From an optimization exercise on the open Yosys and OpenROAD flow, aimed at small area, a short achievable clock period and few clock cycles per item; shortcuts taken in it are not production practice.
Only simulation tests tie the RTL to the original design; equivalence was not proved.
No activity file was given, so power comes from the tool's default toggle rates.

Design pe_top, start of the top module:
module pe_top (
    input  logic                      clk,
    input  logic                      rstn,
    input  logic [pe_pkg::CFG_W-1:0]  filter_size,
    input  logic                      iact_write_en,
    input  logic [pe_pkg::DATA_W-1:0] data_iact_in,
    output logic                      iact_ready,
    input  logic                      weight_write_en,
    input  logic [pe_pkg::DATA_W-1:0] data_weight_in,
    output logic                      weight_ready,
    input  logic                      psum_write_en,
    input  logic [pe_pkg::DATA_W-1:0] data_psum_in,
    output logic                      psum_ready,
    input  logic                      psum_read_en,
    output logic [pe_pkg::DATA_W-1:0] data_psum_out,
    output logic                      psum_out_valid
);
clock: 7.0 ns
lec_check: 0
cap_margin: 20
core_margin: 2
core_utilization: 40
setup_slack_margin: 3.5
slew_margin: 20
run.sh (not shown) runs the stock make flow with config.mk's settings and CLKGATE_MAP_FILE= SYNTH_SCRIPT=/design/flow/synth_recipe.tcl, a recipe that flattens the netlist after the stock synthesis.
The first run completed without violations.
Testbench counts at the start, summed over its fixed seeds: cycles 18,356, rows 2,394.
Next try:
- SETUP_SLACK_MARGIN: 3.5 -> unset
Worst hold slack gets worse by 16 ps. Non-clock buffer count shrinks by 56. Via count shrinks by 5.8%. Total power shrinks by 3.5%. Setup slack gets worse by 680 ps. Final area shrinks by 6.7%. Wire length shrinks by 9.9%. Global-route usage shrinks by 1.4 points. Count of clock-buffer cells in the layout grows by 2.
Next try:
- SETUP_SLACK_MARGIN: unset -> 2.5
After rerunning: The changed run ran to the end with no violations. Count of clock-buffer cells in the layout does not change. Hold slack stays flat. Core utilization grows by 0.88 points. Final area goes up by about 1.8%. First-iteration DRC count is higher by about 14%. Routed wire length came out higher by 3.4%.

* * *

pe_top, a different RTL version from the one above (not shown whole).
Size: about 710 cells after synthesis, roughly 140 flip-flops, roughly 82 I/O pins, about 8300 sq um of cells after synthesis.
clock: 7.0 ns
lec_check: 0
cap_margin: 20
core_margin: 2
core_utilization: 30
setup_slack_margin: 4.0
slew_margin: 20
standard.sh (not shown) runs the stock make flow with config.mk's settings and CLKGATE_MAP_FILE= SYNTH_SCRIPT=/design/flow/synth_recipe.tcl, a recipe that flattens the netlist after the stock synthesis.
==> flow/flow/run.sh <==
#!/bin/bash
set -euo pipefail
export BUFFER_PORTS_ARGS="-buffer_cell sky130_fd_sc_hd__buf_1"
export CTS_ARGS="-sink_clustering_enable -repair_clock_nets -buf_list sky130_fd_sc_hd__clkbuf_4 -dont_use_dummy_load"
bash standard.sh finish > standard.log 2>&1
Testbench counts at the start, summed over its fixed seeds: cycles 18,441, rows 2,394.
Then changed:
==> flow/flow/run.sh (replaced) <==
#!/bin/bash
set -euo pipefail
export BUFFER_PORTS_ARGS="-buffer_cell sky130_fd_sc_hd__buf_1"
export CTS_ARGS="-sink_clustering_enable -repair_clock_nets -buf_list sky130_fd_sc_hd__clkbuf_8 -dont_use_dummy_load"
bash standard.sh finish > standard.log 2>&1
--- a/flow/config.mk
+++ b/flow/config.mk
@@ -9,4 +9,4 @@
 export CORE_MARGIN = 2
-export CORE_UTILIZATION = 30
-export SETUP_SLACK_MARGIN = 4.0
+export CORE_UTILIZATION = 40
+export SETUP_SLACK_MARGIN = 4.2
 export SLEW_MARGIN = 20
After rerunning:
- critical path depth is unchanged
- global-route usage rises by 3.5 points
- via count rises by a few percent

* * *

Starting RTL as in the previous note.
export LEC_CHECK = 0
export CAP_MARGIN = 20
export CORE_MARGIN = 2
export CORE_UTILIZATION = 40
export SETUP_SLACK_MARGIN = 4.1
export SLEW_MARGIN = 20
create_clock -name core_clock -period 7.0 [get_ports {clk}]
==> flow/flow/run.sh <==
#!/bin/bash
set -euo pipefail
export BUFFER_PORTS_ARGS="-buffer_cell sky130_fd_sc_hd__buf_1"
export CTS_ARGS="-sink_clustering_enable -repair_clock_nets -buf_list sky130_fd_sc_hd__clkbuf_8 -dont_use_dummy_load"
bash standard.sh finish > standard.log 2>&1
Testbench counts at the start, summed over its fixed seeds: cycles 18,441, rows 2,394.
Then changed:
- SETUP_SLACK_MARGIN: 4.1 -> 4.3
Result:
- final area rises by about 6%
- final cell count rises by 3.9%
- utilization went up by 2.7 points
- sequential power barely changes
- hold slack barely changes
- setup slack is better by 0.061 ns
- power came out higher by about 12%
- synthesized area is unchanged
- via count is higher by about 3.7%
- fmax rose by 2.2%
- critical path depth does not change

* * *

Starting RTL as in the previous note.
clock: 7.0 ns
lec_check: 0
cap_margin: 20
core_margin: 2
core_utilization: 40
setup_slack_margin: 4.4
slew_margin: 20
==> flow/flow/run.sh <==
#!/bin/bash
set -euo pipefail
export BUFFER_PORTS_ARGS="-buffer_cell sky130_fd_sc_hd__buf_1"
export CTS_ARGS="-sink_clustering_enable -repair_clock_nets -buf_list sky130_fd_sc_hd__clkbuf_4 -dont_use_dummy_load"
bash standard.sh finish > standard.log 2>&1
Testbench counts at the start, summed over its fixed seeds: cycles 18,441, rows 2,394.
Edit:
==> flow/flow/run.sh (replaced) <==
#!/bin/bash
set -euo pipefail
export BUFFER_PORTS_ARGS="-buffer_cell sky130_fd_sc_hd__buf_1"
export CTS_ARGS="-sink_clustering_enable -repair_clock_nets -buf_list sky130_fd_sc_hd__clkbuf_8 -dont_use_dummy_load"
bash standard.sh finish > standard.log 2>&1
SETUP_SLACK_MARGIN = 4.0   (was 4.4)
Non-clock buffer count fell by 80.
Clock power rose by a quarter to a third.
Count of clock-buffer cells in the layout does not change.
Routed wire length fell by roughly a tenth.
Area after synthesis is unchanged.
Edit:
==> flow/flow/run.sh (replaced) <==
#!/bin/bash
set -euo pipefail
export BUFFER_PORTS_ARGS="-buffer_cell sky130_fd_sc_hd__buf_1"
export CTS_ARGS="-sink_clustering_enable -repair_clock_nets -buf_list sky130_fd_sc_hd__clkbuf_4 -dont_use_dummy_load"
bash standard.sh finish > standard.log 2>&1
CORE_UTILIZATION = 70   (was 40)
Clock power drops by a quarter to a third.
Flip-flop and latch count is unchanged.
Die area drops by well over a third.
Worst setup slack is worse by 30 ps.

==> static timing again, ports no longer ideal <==
The results above use ideal ports. As a check the final layouts listed here were re-extracted and re-timed, cells and wires unchanged. Step 1, drivers: a clkbuf_16 drives clk and a buf_2 each remaining input, both assumed. Step 2 times the ports against the registers' clock, not the clock port: input delays grow and output delays shrink by t, the midpoint of the rising clock arrivals with the driver on. Slacks: ideal ports / drivers / drivers and shift; pairs: ideal ports / drivers.
run | shift t [ns] | setup slack, ns | worst register clock-pin slew, ns | pins driven straight from the clock port
the first run of note 1 | 0.409 | 2.845 / 2.845 / 2.845 | 0.08 / 0.08 | 1
the second run of note 1 | 0.395 | 2.164 / 2.123 / 2.331 | 0.07 / 0.07 | 1
the third run of note 1 | 0.398 | 2.652 / 2.652 / 2.652 | 0.07 / 0.07 | 1
the first run of note 2 | 0.587 | 4.135 / 4.135 / 3.965 | 0.12 / 0.12 | 1
the second run of note 2 | 0.480 | 4.232 / 4.232 / 3.895 | 0.08 / 0.08 | 1
the first run of note 3 | 0.476 | 4.206 / 4.206 / 3.919 | 0.07 / 0.07 | 1
the second run of note 3 | 0.480 | 4.267 / 4.267 / 4.156 | 0.08 / 0.08 | 1
the first run of note 4 | 0.576 | 4.316 / 4.316 / 4.084 | 0.12 / 0.12 | 1
the second run of note 4 | 0.472 | 4.162 / 4.162 / 3.923 | 0.08 / 0.08 | 1
the third run of note 4 | 0.566 | 4.132 / 4.132 / 4.024 | 0.12 / 0.12 | 1
After both steps every run listed still meets setup and hold. The setup slack of the second run of note 2, which loses most, moves by 0.000 ns with the drivers and by -0.337 ns with both steps.
